This design comes from an exercise in tuning for a short achievable clock period and few clock cycles on the open sky130 flow, not from production work. The RTL was checked by simulation tests, not by an equivalence proof against the original design. Power figures rest on the tool's default switching activity, not on a simulated workload.

`design/flow/run.sh`:
```
#!/bin/bash
# synth_recipe.tcl (not shown) runs the flow's synth.tcl, then flattens the netlist and writes it again
# the make line also repeats each setting of config.mk as NAME=value (left out here)
make -C /OpenROAD-flow-scripts/flow DESIGN_CONFIG=/design/flow/config.mk WORK_HOME=/design/flow/orfs CLKGATE_MAP_FILE= SYNTH_SCRIPT=/design/flow/synth_recipe.tcl finish
```
`design/flow/config.mk`:
```
export PLATFORM = sky130hd
export DESIGN_NAME = grid_line_path_walker
export DESIGN_NICKNAME = grid_line_path_walker
export VERILOG_FILES = /design/flow/design.v
export SDC_FILE = /design/flow/constraint.sdc
export NUM_CORES = 4
export LEC_CHECK = 0
export CAP_MARGIN = 20
export CORE_MARGIN = 2
export CORE_UTILIZATION = 40
export SLEW_MARGIN = 20
```
`design/flow/design.v`:
```
`timescale 1ns / 1ps
package glpw_pkg;
   typedef enum logic {
      CMD_START    = 1'b0,
      CMD_CONTINUE = 1'b1
   } command_type;
   typedef enum logic [1:0] {
      AXIS_VERTICAL   = 2'd0,
      AXIS_HORIZONTAL = 2'd1,
      AXIS_DIAGONAL   = 2'd2
   } axis_mode_type;
   typedef struct packed {
      logic stop_at_occupant;
      logic info_mode;
      logic pass_through;
   } walk_flags_type;
   typedef struct packed {
      logic projectable;
      logic believed_wall;
      logic occupied;
   } cell_status_type;
   localparam int LEN_W = 8;
   localparam int             CSR_DATA_W          = 32;
   localparam int             CSR_ADDR_W          = 3;
   localparam logic           CSR_IDX_RANGE_LIMIT = 1'b0;
   localparam logic [LEN_W-1:0] RANGE_LIMIT_RESET = 8'd20;
   function automatic int entry_width(input int coord_bits);
      entry_width = 12 + 8 * coord_bits;
   endfunction
endpackage
`timescale 1ns / 1ps
`timescale 1ns / 1ps
`timescale 1ns / 1ps
`timescale 1ns / 1ps
module grid_line_path_walker #(
   parameter int COORD_BITS = 8
) (
   input  logic                  clock,
   input  logic                  reset,
   input  logic                  req_valid,
   output logic                  req_stall,
   input  logic                  req_command,
   input  logic [COORD_BITS-1:0] req_start_y,
   input  logic [COORD_BITS-1:0] req_start_x,
   input  logic [COORD_BITS-1:0] req_end_y,
   input  logic [COORD_BITS-1:0] req_end_x,
   input  logic                  req_pass_through,
   input  logic                  req_info_mode,
   input  logic                  req_stop_at_occupant,
   input  logic                  req_cell_projectable,
   input  logic                  req_cell_believed_wall,
   input  logic                  req_cell_occupied,
   output logic                  rsp_valid,
   input  logic                  rsp_stall,
   output logic [COORD_BITS-1:0] rsp_grid_y,
   output logic [COORD_BITS-1:0] rsp_grid_x,
   output logic                  rsp_grid_valid,
   output logic                  rsp_path_done,
   output logic [glpw_pkg::LEN_W-1:0] rsp_path_length,
   input  logic                  csr_psel,
   input  logic                  csr_penable,
   input  logic                  csr_pwrite,
   input  logic [glpw_pkg::CSR_ADDR_W-1:0] csr_paddr,
   input  logic [glpw_pkg::CSR_DATA_W-1:0] csr_pwdata,
   output logic [glpw_pkg::CSR_DATA_W-1:0] csr_prdata,
   output logic                  csr_pready
);
   localparam int CB = COORD_BITS;
   localparam int LW = glpw_pkg::LEN_W;
   localparam int DW = glpw_pkg::CSR_DATA_W;
   localparam int AW = glpw_pkg::CSR_ADDR_W;
   localparam int EW = CB + 3;    
   typedef struct packed {
      logic          cmd;         
      logic          pass;        
      logic          info;
      logic          soo;
      logic          st_p;        
      logic          st_w;
      logic          st_o;
      logic          same;        
      logic          ydn;         
      logic          xdn;
      logic [CB-1:0] ay;          
      logic [CB-1:0] ax;
      logic [CB-1:0] y0;          
      logic [CB-1:0] x0;
      logic [CB-1:0] y1;          
      logic [CB-1:0] x1;
      logic [CB-1:0] y2;
      logic [CB-1:0] x2;
   } item_type;
   function automatic logic [CB-1:0] step_coord(input logic [CB-1:0] v, input logic dn);
      step_coord = dn ? (v - CB'(1)) : (v + CB'(1));
   endfunction
   function automatic logic [CB-1:0] step2_coord(input logic [CB-1:0] v, input logic dn);
      step2_coord = dn ? (v - CB'(2)) : (v + CB'(2));
   endfunction
   logic [LW-1:0] range_limit_ff;
   logic          csr_hit;
   assign csr_hit    = (csr_paddr[AW-1:2] == glpw_pkg::CSR_IDX_RANGE_LIMIT);
   assign csr_pready = 1'b1;
   assign csr_prdata = csr_hit ? DW'(range_limit_ff) : '0;
   always_ff @(posedge clock) begin
      if (reset) begin
         range_limit_ff <= glpw_pkg::RANGE_LIMIT_RESET;
      end else if (csr_psel && csr_penable && csr_pwrite && csr_hit) begin
         range_limit_ff <= csr_pwdata[LW-1:0];
      end
   end
   item_type new_item;
   always_comb begin
      new_item.cmd  = req_command;
      new_item.pass = req_pass_through;
      new_item.info = req_info_mode;
      new_item.soo  = req_stop_at_occupant;
      new_item.st_p = req_cell_projectable;
      new_item.st_w = req_cell_believed_wall;
      new_item.st_o = req_cell_occupied;
      new_item.same = (req_start_y == req_end_y) && (req_start_x == req_end_x);
      new_item.ydn  = (req_end_y < req_start_y);
      new_item.xdn  = (req_end_x < req_start_x);
      new_item.ay   = new_item.ydn ? (req_start_y - req_end_y) : (req_end_y - req_start_y);
      new_item.ax   = new_item.xdn ? (req_start_x - req_end_x) : (req_end_x - req_start_x);
      new_item.y0   = req_start_y;
      new_item.x0   = req_start_x;
      new_item.y1   = step_coord(req_start_y, new_item.ydn);
      new_item.x1   = step_coord(req_start_x, new_item.xdn);
      new_item.y2   = step2_coord(req_start_y, new_item.ydn);
      new_item.x2   = step2_coord(req_start_x, new_item.xdn);
   end
   item_type cur_ff, wait_ff;
   logic     cur_valid_ff, wait_valid_ff;
   logic     accept, take;
   assign req_stall = wait_valid_ff;
   assign accept    = req_valid && !wait_valid_ff;
   assign take      = cur_valid_ff && !rsp_stall;
   always_ff @(posedge clock) begin
      if (reset) begin
         cur_valid_ff  <= 1'b0;
         wait_valid_ff <= 1'b0;
      end else begin
         if (!cur_valid_ff || take) begin
            cur_valid_ff  <= wait_valid_ff || accept;
            wait_valid_ff <= 1'b0;
         end else if (accept) begin
            wait_valid_ff <= 1'b1;
         end
      end
   end
   always_ff @(posedge clock) begin
      if (!cur_valid_ff || take) begin
         if (wait_valid_ff) begin
            cur_ff <= wait_ff;
         end else if (accept) begin
            cur_ff <= new_item;
         end
      end
      if (accept) begin
         wait_ff <= new_item;
      end
   end
   logic                 active_ff;
   logic                 pass_ff, info_ff, soo_ff;
   logic                 vert_ff, diag_ff;
   logic                 ydn_ff, xdn_ff;
   logic [CB-1:0]        cand_y_ff, cand_x_ff;    
   logic [LW-1:0]        cells_ff;                
   logic [LW-1:0]        cells1_ff;               
   logic [LW-1:0]        kc_ff;                   
   logic [LW:0]          rc_ff;                   
   logic                 tgtc_ff;                 
   logic [CB-1:0]        major_ff;                
   logic signed [EW-1:0] d_ff;                    
   logic signed [EW-1:0] incp_ff, incn_ff;        
   item_type             it;
   logic                 s_vert, s_horz, s_diag;
   logic [CB-1:0]        s_a, s_m;
   logic [CB-1:0]        s_y, s_x;
   logic                 s_done;
   logic signed [EW-1:0] s_d0;
   logic                 s_d0ge;
   logic [CB-1:0]        s_cy, s_cx;
   assign it = cur_ff;
   always_comb begin
      s_vert = (it.ay > it.ax);
      s_horz = (it.ax > it.ay);
      s_diag = !s_vert && !s_horz;
      s_a    = s_vert ? it.ay : it.ax;
      s_m    = s_vert ? it.ax : it.ay;
      s_y    = s_horz ? it.y0 : it.y1;
      s_x    = s_vert ? it.x0 : it.x1;
      s_done = (range_limit_ff <= LW'(1)) || (!it.pass && ((it.ay | it.ax) == CB'(1)));
      s_d0   = EW'(s_m) + EW'(s_m) + EW'(s_m) - EW'(s_a);
      s_d0ge = !s_d0[EW-1];
      s_cy   = (!s_horz) ? it.y2 : (s_d0ge ? it.y1 : it.y0);
      s_cx   = (!s_vert) ? it.x2 : (s_d0ge ? it.x1 : it.x0);
   end
   logic c_stop, c_give, c_done;
   always_comb begin
      c_stop = (info_ff ? it.st_w : !it.st_p) || (soo_ff && it.st_o);
      c_give = active_ff && !c_stop;
      c_done = (!pass_ff && tgtc_ff) || (rc_ff >= {1'b0, range_limit_ff});
   end
   always_comb begin
      rsp_valid = cur_valid_ff;
      if (it.cmd == glpw_pkg::CMD_START) begin
         rsp_grid_y      = it.same ? '0 : s_y;
         rsp_grid_x      = it.same ? '0 : s_x;
         rsp_grid_valid  = !it.same;
         rsp_path_done   = it.same || s_done;
         rsp_path_length = it.same ? LW'(0) : LW'(1);
      end else begin
         rsp_grid_y      = c_give ? cand_y_ff : '0;
         rsp_grid_x      = c_give ? cand_x_ff : '0;
         rsp_grid_valid  = c_give;
         rsp_path_done   = !c_give || c_done;
         rsp_path_length = c_give ? cells1_ff : cells_ff;
      end
   end
   logic signed [EW-1:0] n_d;
   logic                 n_dge;
   logic [LW-1:0]        n_kc;
   logic [LW-1:0]        n_cells1;
   logic                 n_ystep, n_xstep;
   always_comb begin
      n_d      = d_ff + (d_ff[EW-1] ? incn_ff : incp_ff);
      n_dge    = !n_d[EW-1];
      n_kc     = kc_ff + LW'(diag_ff || n_dge);
      n_cells1 = cells1_ff + LW'(1);
      n_ystep  = diag_ff || vert_ff || n_dge;
      n_xstep  = diag_ff || !vert_ff || n_dge;
   end
   always_ff @(posedge clock) begin
      if (reset) begin
         active_ff <= 1'b0;
         cells_ff  <= '0;
         cells1_ff <= LW'(1);
         pass_ff   <= 1'b0;
         info_ff   <= 1'b0;
         soo_ff    <= 1'b0;
      end else if (take) begin
         if (it.cmd == glpw_pkg::CMD_START) begin
            pass_ff <= it.pass;
            info_ff <= it.info;
            soo_ff  <= it.soo;
            if (it.same) begin
               active_ff <= 1'b0;
               cells_ff  <= '0;
               cells1_ff <= LW'(1);
            end else begin
               active_ff <= !s_done;
               cells_ff  <= LW'(1);
               cells1_ff <= LW'(2);
            end
         end else if (active_ff) begin
            if (c_stop) begin
               active_ff <= 1'b0;
            end else begin
               active_ff <= !c_done;
               cells_ff  <= cells1_ff;
               cells1_ff <= n_cells1;
            end
         end
      end
   end
   always_ff @(posedge clock) begin
      if (take) begin
         if (it.cmd == glpw_pkg::CMD_START) begin
            vert_ff   <= s_vert;
            diag_ff   <= s_diag;
            ydn_ff    <= it.ydn;
            xdn_ff    <= it.xdn;
            cand_y_ff <= s_cy;
            cand_x_ff <= s_cx;
            kc_ff     <= s_diag ? LW'(2) : LW'(s_d0ge);
            rc_ff     <= s_diag ? (LW+1)'(3) : (LW+1)'(2);
            tgtc_ff   <= (s_a == CB'(2));
            major_ff  <= s_a;
            d_ff      <= s_d0;
            incp_ff   <= EW'(s_m) + EW'(s_m) - EW'(s_a) - EW'(s_a);
            incn_ff   <= EW'(s_m) + EW'(s_m);
         end else if (c_give) begin
            if (n_ystep) cand_y_ff <= step_coord(cand_y_ff, ydn_ff);
            if (n_xstep) cand_x_ff <= step_coord(cand_x_ff, xdn_ff);
            kc_ff   <= n_kc;
            rc_ff   <= {1'b0, n_cells1} + {2'b00, n_kc[LW-1:1]};
            tgtc_ff <= (n_cells1 == major_ff);
            d_ff    <= n_d;
         end
      end
   end
endmodule
```
`design/flow/constraint.sdc`:
```
create_clock -name core_clock -period 10.5 [get_ports {clock}]
set_input_delay 2.1000 -clock core_clock [delete_from_list [all_inputs] [get_ports {clock}]]
set_output_delay 2.1000 -clock core_clock [all_outputs]
set_load 0.01 [all_outputs]
```
==> results.cfg, run 1 <==
[outcome]
outcome = complete, no violations

[floorplanning]
die_w_um = 197
initial_core_util_pct = 40.8
fp.coreArea_um2 = 36700
die_h_um = 197
num_rows = 70
die_area_um2 = 39000
io_pins = 142

[setup_path]
r2r_cells = 19
crit-reg2reg-launch = cur_ff[63]
cp.required_ps = 8400
crit_path_end_kind = output pin
crit_path_start_kind = flop
crit_fanout = 25
reg2reg_slack_ps = 4240
crit_type = flop to output pin
crit_arrival_ps = 4750
crit_end = rsp_grid_y[2]
r2r_end = cand_y_ff[0]
critPathLaunch = cur_ff[62]

[clock_network]
clock_path_buffers = 3
clk_latency_ps = 570
cts_tree = yes
cts_setup_buffers = 0
clock-root-buffer = clkbuf_16
cts_resized = 0
clock_sinks = 248
holdBufCountCts = 0
cts-htree-levels = 1
clkTransAtPathRegs_ps = 60
cts_inserted_buffers = 28

[pwr]
power_frac_seq_pct = 37.9
combPwrFrac_pct = 32.3
peakVddDrop_v = 0.000129
power_mw = 3.39
p_int_mw = 2.31
p_sw_share_pct = 31.9
clock_power_share_pct = 29.9
p_leak_nw = 6.69
p_switching_mw = 1.08
p_per_area_nw_per_um2 = 196

[min_path]
hold_class = flop to flop

[logic_synthesis]
synth_area_leaders = edfxtp_1 44%, ha_1 9.4%, dfxtp_1 4.0%
ys_warn_count = 1
yosysTopAreaCell = edfxtp_1
synth_edf_count = 218
async_reset_ff_share_pct = 0
ys_types = 80
synth-main-ff-cell = edfxtp_1
synth-seq-area-share_pct = 47.7
synth-seq-cells = 248
yosysTopAreaCellShare_pct = 43.7
syn_area_um2 = 15000
syn_inst = 1372
synth.avg_cell_area_um2 = 10.9

[final_layout]
drive_gt1_share_pct = 8.93
area_growth_pct = 15.1
final_common_cell = edfxtp_1
layout_common_cells = 218 x edfxtp_1, 114 x inv_1, 112 x ha_1
nets = 1662
antenna_cells = 0

[sta]
tns_ps = 0
setup_ws_ps = 3650
clock.fmax_mhz = 146
maxSlewViolCount = 0
slew_headroom_pct = 29.0
tightest_slew_ps = 1060
fin_crit_ps = 6850
fin_crit_sh_pct = 65.2
skew_ps = 22.6
finalSetupViolCount = 0
rsz0062_at_grt = false
hold_viol = 0

[detailed_routing]
antenna_left = 0
via_per_inst = 5.22
drt_iter0_markers = 625
wl_per_cell_um = 17.3
via_count = 10200
wl_mm = 33.6
drc = 0
drt_first_pass_iters = 6

[global_routing]
grt_pass1_wl_mm = 53.7
grt_pass1_vias = 10000
grt_use_total_pct = 17.3
antenna_found_initial = 0
gr-total-overflow = 0
grt_start_max_net_pins = 95

[placed_design]
gp_congestion = 0.890
hpwl_mm = 24.7
numPortBuffers = 90
dp_worst_setup_slack_ps = 4240

[job]
drv_cap = 0
[synth_stat cells (all sizes together) (30+ instances only)]
library cell	number
dfxtp	30
a21oi	75
edfxtp	218
clkbuf	37
mux2	53
ha	112
o21ai	113
xnor2	66
nand2	109
buf	31
mux2i	49
xor2	32
inv	115
nor2	81
[per-layer routing]
layer	vias to the layer above	wire, µm	global-route usage, %
li1	5052	-	-
met1	4865	16200	24.5
met2	199	15300	28.6
met3	48	1320	1.84
met4	0	717	4.23
met5	-	0	0
[through the flow]
| stage | area, µm² | hold slack [ps] | instances | utilization (%) |
|---|---|---|---|---|
| after floorplan | 15100 | 400 | 1395 | - |
| after global placement | 16300 | 406 | 1894 | 44.4 |
| after detailed placement | 16300 | 415 | 1894 | 44.3 |
| after CTS | 17200 | 429 | 1946 | 47.0 |
| after global routing | 17200 | 434 | 1946 | 47.0 |
| final | 17200 | 429 | 1946 | 47.0 |
[how the worst min path moves through the flow]
stage | start | endpoint | slack [ps] | cells after the start
after floorplan | cur_ff[64] | xdn_ff | 400 | 0
after global placement | cur_ff[64] | xdn_ff | 410 | 0
after detailed placement | cur_ff[65] | ydn_ff | 410 | 0
after CTS | cur_ff[65] | ydn_ff | 430 | 0
after global routing | cur_ff[64] | xdn_ff | 430 | 0
final | cur_ff[65] | ydn_ff | 430 | 0
[power groups by stage]
stage / Combinational (mW) / Sequential (mW) / Clock [mW]
detailed placement: 1.09 / 1.30 / 0
finish: 1.09 / 1.28 / 1.01
CTS: 1.10 / 1.28 / 1.03
floorplan: 0.821 / 1.29 / 0
global placement: 1.07 / 1.30 / 0
global route: 1.22 / 1.29 / 1.07
[sequential cells by signal, indices dropped and copies added, names as in the netlist, 9 cells and up]
signal / cells
wait_ff: 72
rc_ff: 9
incp_ff: 10
cur_ff: 72
d_ff: 10
[kinds of logic after synthesis]
family	after synthesis	synth area share (%)
AO/OA/AOI/OAI	307	12.8
AND/OR/NAND/NOR	303	9.77
flip-flops	248	47.7
buffers and inverters	185	5.41
adder cells (fa/ha/maj)	127	11.2
multiplexers	102	7.26
XOR/XNOR	98	5.73
other	2	0.0501
[cell type report]
cell class | instances | area, µm²
fill | 3363 | 19500
sequential | 248 | 7150
multi-input combinational | 962 | 7130
timing repair buffer | 99 | 963
clock buffer | 35 | 747
tap | 468 | 586
inverter | 117 | 444
clock inverter | 17 | 218
[worst max-delay path: stages, from the launching register on]
cell	delay [ps]
edfxtp_1	450
inv_1	110
ha_1	420
nor4_4	520
o21ai_4	210
nand2_4	310
clkinv_4	290
nor2_2	750
mux2i_1	170
o21ai_0	330
clkdlybuf4s50_1	600
Testbench counts, summed over its fixed seeds: cycles 46,506.
==> run 2: changes to the inputs <==
--- a/design/flow/config.mk
+++ b/design/flow/config.mk
@@ -10,2 +10,3 @@
 export CORE_UTILIZATION = 40
+export SETUP_SLACK_MARGIN = 5
 export SLEW_MARGIN = 20
==> results.cfg, run 2 <==
[outcome]
outcome = complete, no violations

[floorplanning]
initial_core_util_pct = 40.8
fp.coreArea_um2 = 36700
die_w_um = 197
num_rows = 70
die_h_um = 197
die_area_um2 = 39000
io_pins = 142

[logic_synthesis]
synth_xor_area_share_pct = 5.73
synth-seq-cells = 248
synth_compound_area_share_pct = 12.8
async_reset_ff_share_pct = 0
ys_warn_count = 1
syn_inst = 1372
yosysTopAreaCellShare_pct = 43.7
synth_most_common_cell = edfxtp_1
ys_types = 80
synth_top_family_by_area = compound AO/OA/AOI/OAI gates
synth.avg_cell_area_um2 = 10.9
synth_area_leaders = edfxtp_1 44%, ha_1 9.4%, dfxtp_1 4.0%
syn_area_um2 = 15000
synthTopCellsByCount = 218 x edfxtp_1, 114 x inv_1, 112 x ha_1
synth-seq-area-share_pct = 47.7
synth_mux_area_share_pct = 7.26
yosysTopAreaCell = edfxtp_1
synth_edf_count = 218
synth-main-ff-cell = edfxtp_1
synth-simple-area-share_pct = 9.77
synth_fa_ha_area_share_pct = 11.2

[detailed_routing]
drt_first_pass_iters = 5
via_count = 10400
antenna_left = 0
drc = 0
wl_mm = 34.8
wl_per_cell_um = 17.5
via_per_inst = 5.23
drt_iter0_markers = 641

[clock_network]
cts_tree = yes
clkTransAtPathRegs_ps = 60
clock_sinks = 248
clk_latency_ps = 570
cts_inserted_buffers = 28
holdBufCountCts = 0
clock_path_buffers = 3
clock-root-buffer = clkbuf_16
cts-htree-levels = 1

[sta]
hold_viol = 0
rsz0062_at_grt = true
clock.fmax_mhz = 183
maxSlewViolCount = 0
finalSetupViolCount = 0
fin_crit_ps = 5480
fin_crit_sh_pct = 52.2
tightest_slew_ps = 1100
slew_headroom_pct = 25.9
skew_ps = 30.2
tns_ps = 0

[setup_path]
crit_type = flop to output pin
cp.buffers_inverters = 3
critPathTopFamily = buffers and inverters
crit_path_start_kind = flop
critPathSlowestCell = clkdlybuf4s50_1
max_stage_delay_ps = 520
crit_path_end_kind = output pin
crit_fanout = 26
path_cells = inv_1 > ha_2 > nor2_1 > o311a_1 > o21ai_4 > nand2_8 > clkinv_16 > mux2i_1 > o22ai_2 > clkdlybuf4s50_1
cp.required_ps = 8400
crit_arrival_ps = 3380

[global_routing]
antenna_found_initial = 0
grt_pass1_vias = 10500
gr-total-overflow = 0
grt_pass1_wl_mm = 55.8
grt_start_max_net_pins = 95
grt_use_total_pct = 18.0

[final_layout]
area_growth_pct = 18.2
design_area_um2 = 17700
finalNonFillerCells = 1985
antenna_cells = 0
nets = 1701
final_common_cell = edfxtp_1
drive_gt1_share_pct = 13.3
reg_top3 = cur_ff: 72 flops, wait_ff: 72 flops
layout_common_cells = 218 x edfxtp_1, 113 x inv_1, 108 x ha_1
fillers = 3357

[min_path]
hold_class = flop to flop

[placed_design]
hpwl_mm = 24.7
gp_congestion = 0.887
postPlaceCellArea_um2 = 16300
numPortBuffers = 90
placed_cells = 1896

[pwr]
p_per_area_nw_per_um2 = 195
clock_power_share_pct = 28.8
combPwrFrac_pct = 34.0
p_leak_nw = 6.96
p_int_mw = 2.32
p_sw_share_pct = 32.7
peakVddDrop_v = 0.000121
p_switching_mw = 1.13
power_frac_seq_pct = 37.2

[job]
drv_cap = 0
[run 2: cell counts after synthesis]
Identical to the previous run, type by type.
[run 2: routing by layer]
layer  track usage (%)  up-vias  routed length [µm]
met5                 0        -                   0
met4              5.49        0                 871
met3              1.74       58                1340
met2              29.8      243               15900
met1              25.1     4951               16700
li1                  -     5133                   -
[run 2: cells by family (layout without fill, tap and decap cells)]
group | count (synthesis) | after routing
compound gates | 307 | 307
xor+xnor | 98 | 98
fa+ha+maj | 127 | 127
buf+inv | 185 | 305
flops | 248 | 248
mux | 102 | 102
other cells | 2 | 25
simple gates | 303 | 305
[run 2: cell type report]
type / count / area (µm²) / share of cell area [%]
clock inverter: 22 / 236 / 1.34
timing repair buffer: 136 / 1250 / 7.08
inverter: 117 / 465 / 2.63
multi-input combinational: 964 / 7300 / 41.2
tap: 468 / 586 / 3.31
sequential: 248 / 7150 / 40.4
clock buffer: 30 / 708 / 4.00
[run 2: path summary, 6_finish.rpt]
| path | cells after the start | to | start | slack [ps] |
|---|---|---|---|---|
| worst max-delay path | 10 | rsp_grid_x[0] | cur_ff[57] | 5020 |
| worst min register to register | 0 | xdn_ff | cur_ff[64] | 430 |
| worst max register to register | 24 | rc_ff[7] | d_ff[10] | 5300 |
| worst min-delay path | 0 | xdn_ff | cur_ff[64] | 430 |
[run 2: metrics by stage]
stage	setup slack [ps]	hold WS [ps]	utilization, %	power (mW)
floorplan	5230	400	-	2.11
global route	4900	456	48.2	3.65
CTS	4920	432	47.8	3.45
finish	5020	432	48.2	3.45
global placement	4340	407	44.4	2.37
detailed placement	4250	417	44.4	2.39
[run 2: worst reg2reg max path: cells and delay by family (launching register included)]
kind	cells	cell delay, ps
AO/OA/AOI/OAI	8	1490
adder cells (fa/ha/maj)	5	1390
buffers and inverters	4	500
XOR/XNOR	3	480
flip-flops	1	460
multiplexers	1	330
AND/OR/NAND/NOR	3	300
[run 2: power groups by stage]
stage	clock network (mW)	registers, mW	logic, mW
after floorplan	0	1.29	0.821
after global placement	0	1.30	1.07
after detailed placement	0	1.31	1.09
after CTS	1.01	1.28	1.15
after global routing	1.05	1.29	1.31
final	0.994	1.28	1.17
[run 2: timing repair]
action,in CTS,in global routing
buffers inserted,20,15
gates resized for setup,37,25
setup endpoints to repair,43,35
pin swaps,8,5
gates cloned,2,0
==> run 3: changes to the inputs <==
==> design/flow/flow/run.sh (new file) <==
#!/bin/bash
set -euo pipefail
bash standard.sh SETUP_SLACK_MARGIN=6.0 finish > orfs_make.log 2>&1
==> design/flow/standard.sh (new file) <==
#!/bin/bash
# synth_recipe.tcl (not shown) runs the flow's synth.tcl, then flattens the netlist and writes it again
# the make line also repeats each setting of config.mk as NAME=value (left out here)
make -C /OpenROAD-flow-scripts/flow DESIGN_CONFIG=/design/flow/config.mk WORK_HOME=/design/flow/orfs CLKGATE_MAP_FILE= SYNTH_SCRIPT=/design/flow/synth_recipe.tcl "${@:-finish}"
--- a/design/flow/config.mk
+++ b/design/flow/config.mk
@@ -10,3 +10,2 @@
 export CORE_UTILIZATION = 40
-export SETUP_SLACK_MARGIN = 5
 export SLEW_MARGIN = 20
removed: design/flow/run.sh
==> results.cfg, run 3 <==
[outcome]
outcome = complete, no violations

[pwr]
peakVddDrop_v = 0.000128
combPwrFrac_pct = 38.9
clock_power_share_pct = 28.5
p_sw_share_pct = 32.7
p_per_area_nw_per_um2 = 205
p_leak_nw = 7.57
power_frac_seq_pct = 32.7
power_mw = 3.93
p_int_mw = 2.64
p_switching_mw = 1.28

[logic_synthesis]
synth-seq-area-share_pct = 47.7
syn_area_um2 = 15000
async_reset_ff_share_pct = 0
synth.avg_cell_area_um2 = 10.9
syn_inst = 1372
ys_warn_count = 1
yosysTopAreaCellShare_pct = 43.7
synth_most_common_cell = edfxtp_1
ys_types = 80
synthTopCellsByCount = 218 x edfxtp_1, 114 x inv_1, 112 x ha_1
synth-main-ff-cell = edfxtp_1
synth_area_leaders = edfxtp_1 44%, ha_1 9.4%, dfxtp_1 4.0%
synth-seq-cells = 248
synth_edf_count = 218
yosysTopAreaCell = edfxtp_1

[sta]
clock.fmax_mhz = 197
skew_ps = 16.3
fin_crit_ps = 5090
fin_crit_sh_pct = 48.4
slew_headroom_pct = 27.4
tns_ps = 0
hold_viol = 0
finalSetupViolCount = 0
rsz0062_at_grt = true
tightest_slew_ps = 1080
maxSlewViolCount = 0

[global_routing]
grt_start_max_net_pins = 92
antenna_found_initial = 0
grt_pass1_wl_mm = 57.7
grt_use_total_pct = 18.6
gr-total-overflow = 0
grt_pass1_vias = 10600

[final_layout]
final_common_cell = edfxtp_1
layout_common_cells = 218 x edfxtp_1, 104 x nand2_1, 91 x inv_1
reg_top3 = cur_ff: 72 flops, wait_ff: 72 flops
drive_gt1_share_pct = 26.4
nets = 1762
antenna_cells = 0
finalNonFillerCells = 2048
area_growth_pct = 27.8
fillers = 3124

[min_path]
worstHoldPathCells = 0
hold_class = flop to flop
min_to = ydn_ff
hp-start = cur_ff[65]

[clock_network]
cts_inserted_buffers = 30
clock_path_buffers = 3
cts-htree-levels = 1
holdBufCountCts = 0
clock-root-buffer = clkbuf_16
clock_sinks = 248
cts_tree = yes
clkTransAtPathRegs_ps = 60
clk_latency_ps = 580

[detailed_routing]
drc = 0
via_per_inst = 5.23
wl_mm = 36.6
drt_first_pass_iters = 8
drt_iter0_markers = 590
via_count = 10700
wl_per_cell_um = 17.9
antenna_left = 0

[job]
drv_cap = 0

[setup_path]
crit_path_end_kind = output pin
crit_type = flop to output pin
cp.required_ps = 8400
crit_fanout = 7
crit_path_start_kind = flop
r2r_end = rc_ff[7]
crit-reg2reg-launch = d_ff[10]
r2r_cells = 26
crit_arrival_ps = 2990
reg2reg_slack_ps = 5860

[floorplanning]
die_w_um = 197
die_area_um2 = 39000
die_h_um = 197
initial_core_util_pct = 40.8
fp.coreArea_um2 = 36700
num_rows = 70
io_pins = 142

[placed_design]
numPortBuffers = 90
placed_cells = 1894
hpwl_mm = 24.9
gp_congestion = 0.909
==> run 3: cell counts after synthesis <==
No cell type changed its count.
==> run 3: stage by stage <==
step	util (%)	hold WS, ps	instance area, µm²	setup slack [ps]
floorplan	-	400	15500	5800
global placement	45.3	409	16600	4640
detailed placement	45.3	410	16600	4590
CTS	51.1	425	18800	5400
global route	52.2	441	19100	5320
finish	52.2	422	19100	5410
==> run 3: kinds of logic after synthesis <==
group / after synthesis / synth area share, %
DFF: 248 / 47.7
adders and majority gates: 127 / 11.2
buffers and inverters: 185 / 5.41
AOI/OAI and AO/OA: 307 / 12.8
and+or+nand+nor: 303 / 9.77
muxes: 102 / 7.26
xor gates and xnor gates: 98 / 5.73
other: 2 / 0.0501
==> run 3: final cells by class <==
cell class	count	area [µm²]	share of cell area, %
Clock inverter	23	319	1.67
Timing Repair Buffer	193	1730	9.04
Timing Repair inverter	1	16.3	0.0850
Multi-Input combinational cell	965	8090	42.3
Inverter	117	484	2.53
Clock buffer	33	762	3.98
Tap cell	468	586	3.06
Sequential cell	248	7150	37.4
==> run 3: per-layer routing <==
| metal | track usage (%) | wire length [µm] | up-vias |
|---|---|---|---|
| met5 | 0 | 0 | - |
| met2 | 32.0 | 17700 | 257 |
| met1 | 24.3 | 16100 | 5116 |
| met4 | 6.74 | 1370 | 0 |
| li1 | - | - | 5263 |
| met3 | 2.13 | 1440 | 81 |
==> run 3: worst max path at each step <==
stage / start / endpoint / slack (ps) / depth (start not counted)
2_1_floorplan: req_start_y[2] / cur_ff[14] / 5800 / 14
3_3_place_gp: cur_ff[53] / rsp_grid_x[5] / 4640 / 10
3_5_place_dp: cur_ff[61] / rsp_grid_x[5] / 4590 / 10
4_1_cts: cur_ff[61] / rsp_grid_y[5] / 5400 / 13
5_1_grt: cur_ff[62] / rsp_grid_y[6] / 5320 / 13
6_report: cur_ff[62] / rsp_grid_y[5] / 5410 / 12
==> run 3: power groups by stage <==
| stage | combinational [mW] | clock [mW] | sequential [mW] |
|---|---|---|---|
| after floorplan | 0.869 | 0 | 1.29 |
| after global placement | 1.11 | 0 | 1.30 |
| after detailed placement | 1.12 | 0 | 1.30 |
| after CTS | 1.44 | 1.14 | 1.28 |
| after global routing | 1.67 | 1.19 | 1.29 |
| final | 1.53 | 1.12 | 1.28 |
==> run 3: critical path: stages (launching register included) <==
cell and delay [ps]:
edfxtp_1 440, inv_2 130, ha_4 230, buf_4 140, o31a_4 380, nand2_8 140, clkinv_16 90, nor2_4 180
buf_6 130, buf_12 100, mux2i_1 210, o21ai_1 80, buf_2 150
==> run 3: timing repair <==
item	4_1_cts	5_1_grt
hold endpoints to repair	0	0
gates cloned	4	0
resized for setup	250	97
endpoints found under the setup margin	119	74
setup buffers	71	23
pin swaps	50	45
==> run 4: changes to the inputs <==
==> design/flow/flow/run.sh (replaced) <==
#!/bin/bash
set -euo pipefail
bash standard.sh SETUP_SLACK_MARGIN=6.6 finish > orfs_make.log 2>&1
==> results.cfg, run 4 <==
[logic_synthesis]
async_reset_ff_share_pct = 0
yosysTopAreaCell = edfxtp_1
ys_warn_count = 1
syn_inst = 1372
ys_types = 80
synth-seq-cells = 248
yosysTopAreaCellShare_pct = 43.7
syn_area_um2 = 15000
synth-main-ff-cell = edfxtp_1
synth_edf_count = 218
synth.avg_cell_area_um2 = 10.9
synth_area_leaders = edfxtp_1 44%, ha_1 9.4%, dfxtp_1 4.0%
synthTopCellsByCount = 218 x edfxtp_1, 114 x inv_1, 112 x ha_1
synth-seq-area-share_pct = 47.7
synth_most_common_cell = edfxtp_1

[final_layout]
reg_top3 = cur_ff: 72 flops, wait_ff: 72 flops
multi_input_comb_area_um2 = 8910
regArea_um2 = 7150
final_common_cell = edfxtp_1
area_growth_pct = 38.8
nets = 1853
fillers = 3023
finalNonFillerCells = 2138
drive_gt1_share_pct = 38.1
layout_common_cells = 218 x edfxtp_1, 130 x buf_4, 99 x nand2_1
design_area_um2 = 20800

[clock_network]
clock_sinks = 248
clkTransAtPathRegs_ps = 60
clock-root-buffer = clkbuf_16
holdBufCountCts = 0
clock_path_buffers = 3
clk_latency_ps = 560
cts-htree-levels = 1
cts_inserted_buffers = 28
cts_tree = yes

[sta]
hold_viol = 0
skew_ps = 15.0
setup_ws_ps = 5490
maxSlewViolCount = 0
tns_ps = 0
tightest_slew_ps = 1160
finalSetupViolCount = 0
fin_crit_ps = 5010
slew_headroom_pct = 23.0
clock.fmax_mhz = 199
rsz0062_at_grt = true
fin_crit_sh_pct = 47.8

[detailed_routing]
drc = 0
wl_met3_mm = 1.29
via_count = 11100
drt-met1-wl_mm = 17.3
drt_iter0_markers = 628
highest_layer = met4
via_per_inst = 5.21
drt_first_pass_iters = 5
dr_wl_met2_mm = 19.7
wl_per_cell_um = 18.4
wl_mm = 39.4
antenna_left = 0

[setup_path]
crit_arrival_ps = 2910
crit_path_start_kind = flop
cp.required_ps = 8400
crit_type = flop to output pin
crit_fanout = 6
crit_path_end_kind = output pin
r2r_cells = 25

[outcome]
outcome = complete, no violations

[placed_design]
numPortBuffers = 90
placed_cells = 1894
hpwl_mm = 25.0
dp_worst_setup_slack_ps = 4680
postPlaceCellArea_um2 = 16800
gp_congestion = 0.877

[min_path]
hold_class = flop to flop
worstHoldPathCells = 0

[global_routing]
grt_pass1_wl_mm = 61.1
gr-total-overflow = 0
grt_start_max_net_pins = 93
grt_use_total_pct = 19.8
antenna_found_initial = 0
grt_pass1_vias = 11200

[floorplanning]
initial_core_util_pct = 40.8
die_h_um = 197
die_w_um = 197
io_pins = 142
num_rows = 70
fp.coreArea_um2 = 36700
die_area_um2 = 39000

[pwr]
p_leak_nw = 8.16
p_per_area_nw_per_um2 = 196
peakVddDrop_v = 0.000137
power_mw = 4.08

[job]
drv_cap = 0
==> run 4: metal layers <==
layer  track usage [%]  up-vias
li1                  -     5462
met1              25.4     5391
met2              35.4      225
met3              2.17       70
met4              5.37        0
met5                 0        -
==> run 4: critical path, stage by stage (launching register included) <==
cell	delay (ps)
edfxtp_1	470
inv_2	120
ha_4	230
nor4_4	280
buf_4	180
o21ai_4	80
nand2_8	130
clkinv_16	80
nor2_4	100
buf_12	140
buf_12	110
mux2i_2	190
o21ai_1	80
buf_2	150
==> run 4: final timing paths <==
path | start | end | slack, ps
max | cur_ff[61] | rsp_grid_y[7] | 5490
min | cur_ff[64] | xdn_ff | 420
max reg2reg | cur_ff[61] | cand_y_ff[0] | 5800
min reg2reg | cur_ff[64] | xdn_ff | 420
==> run 4: cell type report <==
type                       instances  area share [%]
antenna                            1          0.0120
clock buffer                      36            3.82
clock inverter                    16           0.818
inverter                         117            2.43
multi-input combinational        964            42.9
sequential                       248            34.4
tap                              468            2.82
timing repair buffer             286            12.7
timing repair inverter             2           0.156
==> run 4: cells by family after synthesis <==
| logic type | after synthesis | synth area share, % |
|---|---|---|
| AOI/OAI and AO/OA | 307 | 12.8 |
| xor gates and xnor gates | 98 | 5.73 |
| adders and majority gates | 127 | 11.2 |
| buffers and inverters | 185 | 5.41 |
| DFF | 248 | 47.7 |
| muxes | 102 | 7.26 |
| other | 2 | 0.0501 |
| and+or+nand+nor | 303 | 9.77 |
==> run 4: where the power goes <==
group / leakage (nW) / internal [mW] / switching, mW / total (mW)
Sequential: 2.32 / 1.24 / 0.0452 / 1.29
Combinational: 5.37 / 0.892 / 0.886 / 1.78
Clock: 0.470 / 0.608 / 0.408 / 1.02
==> run 4: per-stage QoR <==
stage	hold WS, ps	util (%)
2_1_floorplan	400	-
4_1_cts	425	54.4
3_3_place_gp	409	45.9
3_5_place_dp	409	45.9
6_report	425	56.7
5_1_grt	430	56.6
==> run 4: timing repair <==
| item | 4_1_cts | 5_1_grt |
|---|---|---|
| endpoints found under the setup margin | 164 | 121 |
| resized for setup | 478 | 150 |
| setup buffers | 142 | 43 |
| endpoints found under the hold margin | 0 | 0 |
| cloned | 6 | 0 |
| pin swaps | 123 | 99 |

## port drivers added, routing unchanged
In the flow no input, the clock included, has a driving cell. The finished layouts below were timed again as built, in two steps.
Step 1, drivers: a clkbuf_16 drives clock and a buf_2 each remaining input, both assumed.
Step 2 times the ports against the registers' clock, not the clock port: input delays grow and output delays shrink by t, the midpoint of the rising clock arrivals with the driver on.
Slacks: ideal / step 1 / step 2; pairs: ideal / step 1.
run | shift t [ns] | setup slack, ns | latest minus earliest clock arrival (ns) | slew at the worst register clock pin (ns) | worst data-port slew with drivers (ns)
run 1 | 0.603 | 3.655 / 3.608 / 4.211 | 0.023 / 0.024 | 0.07 / 0.07 | 0.05
run 2 | 0.603 | 5.022 / 4.976 / 4.679 | 0.032 / 0.032 | 0.06 / 0.06 | 0.06
run 3 | 0.616 | 5.413 / 5.363 / 5.497 | 0.020 / 0.020 | 0.07 / 0.07 | 0.07
run 4 | 0.597 | 5.486 / 5.439 / 5.638 | 0.015 / 0.015 | 0.07 / 0.07 | 0.16
After both steps every run listed still meets setup and hold. The setup slack of run 2, which loses most, moves by -0.046 ns with the drivers and by -0.343 ns with both steps.
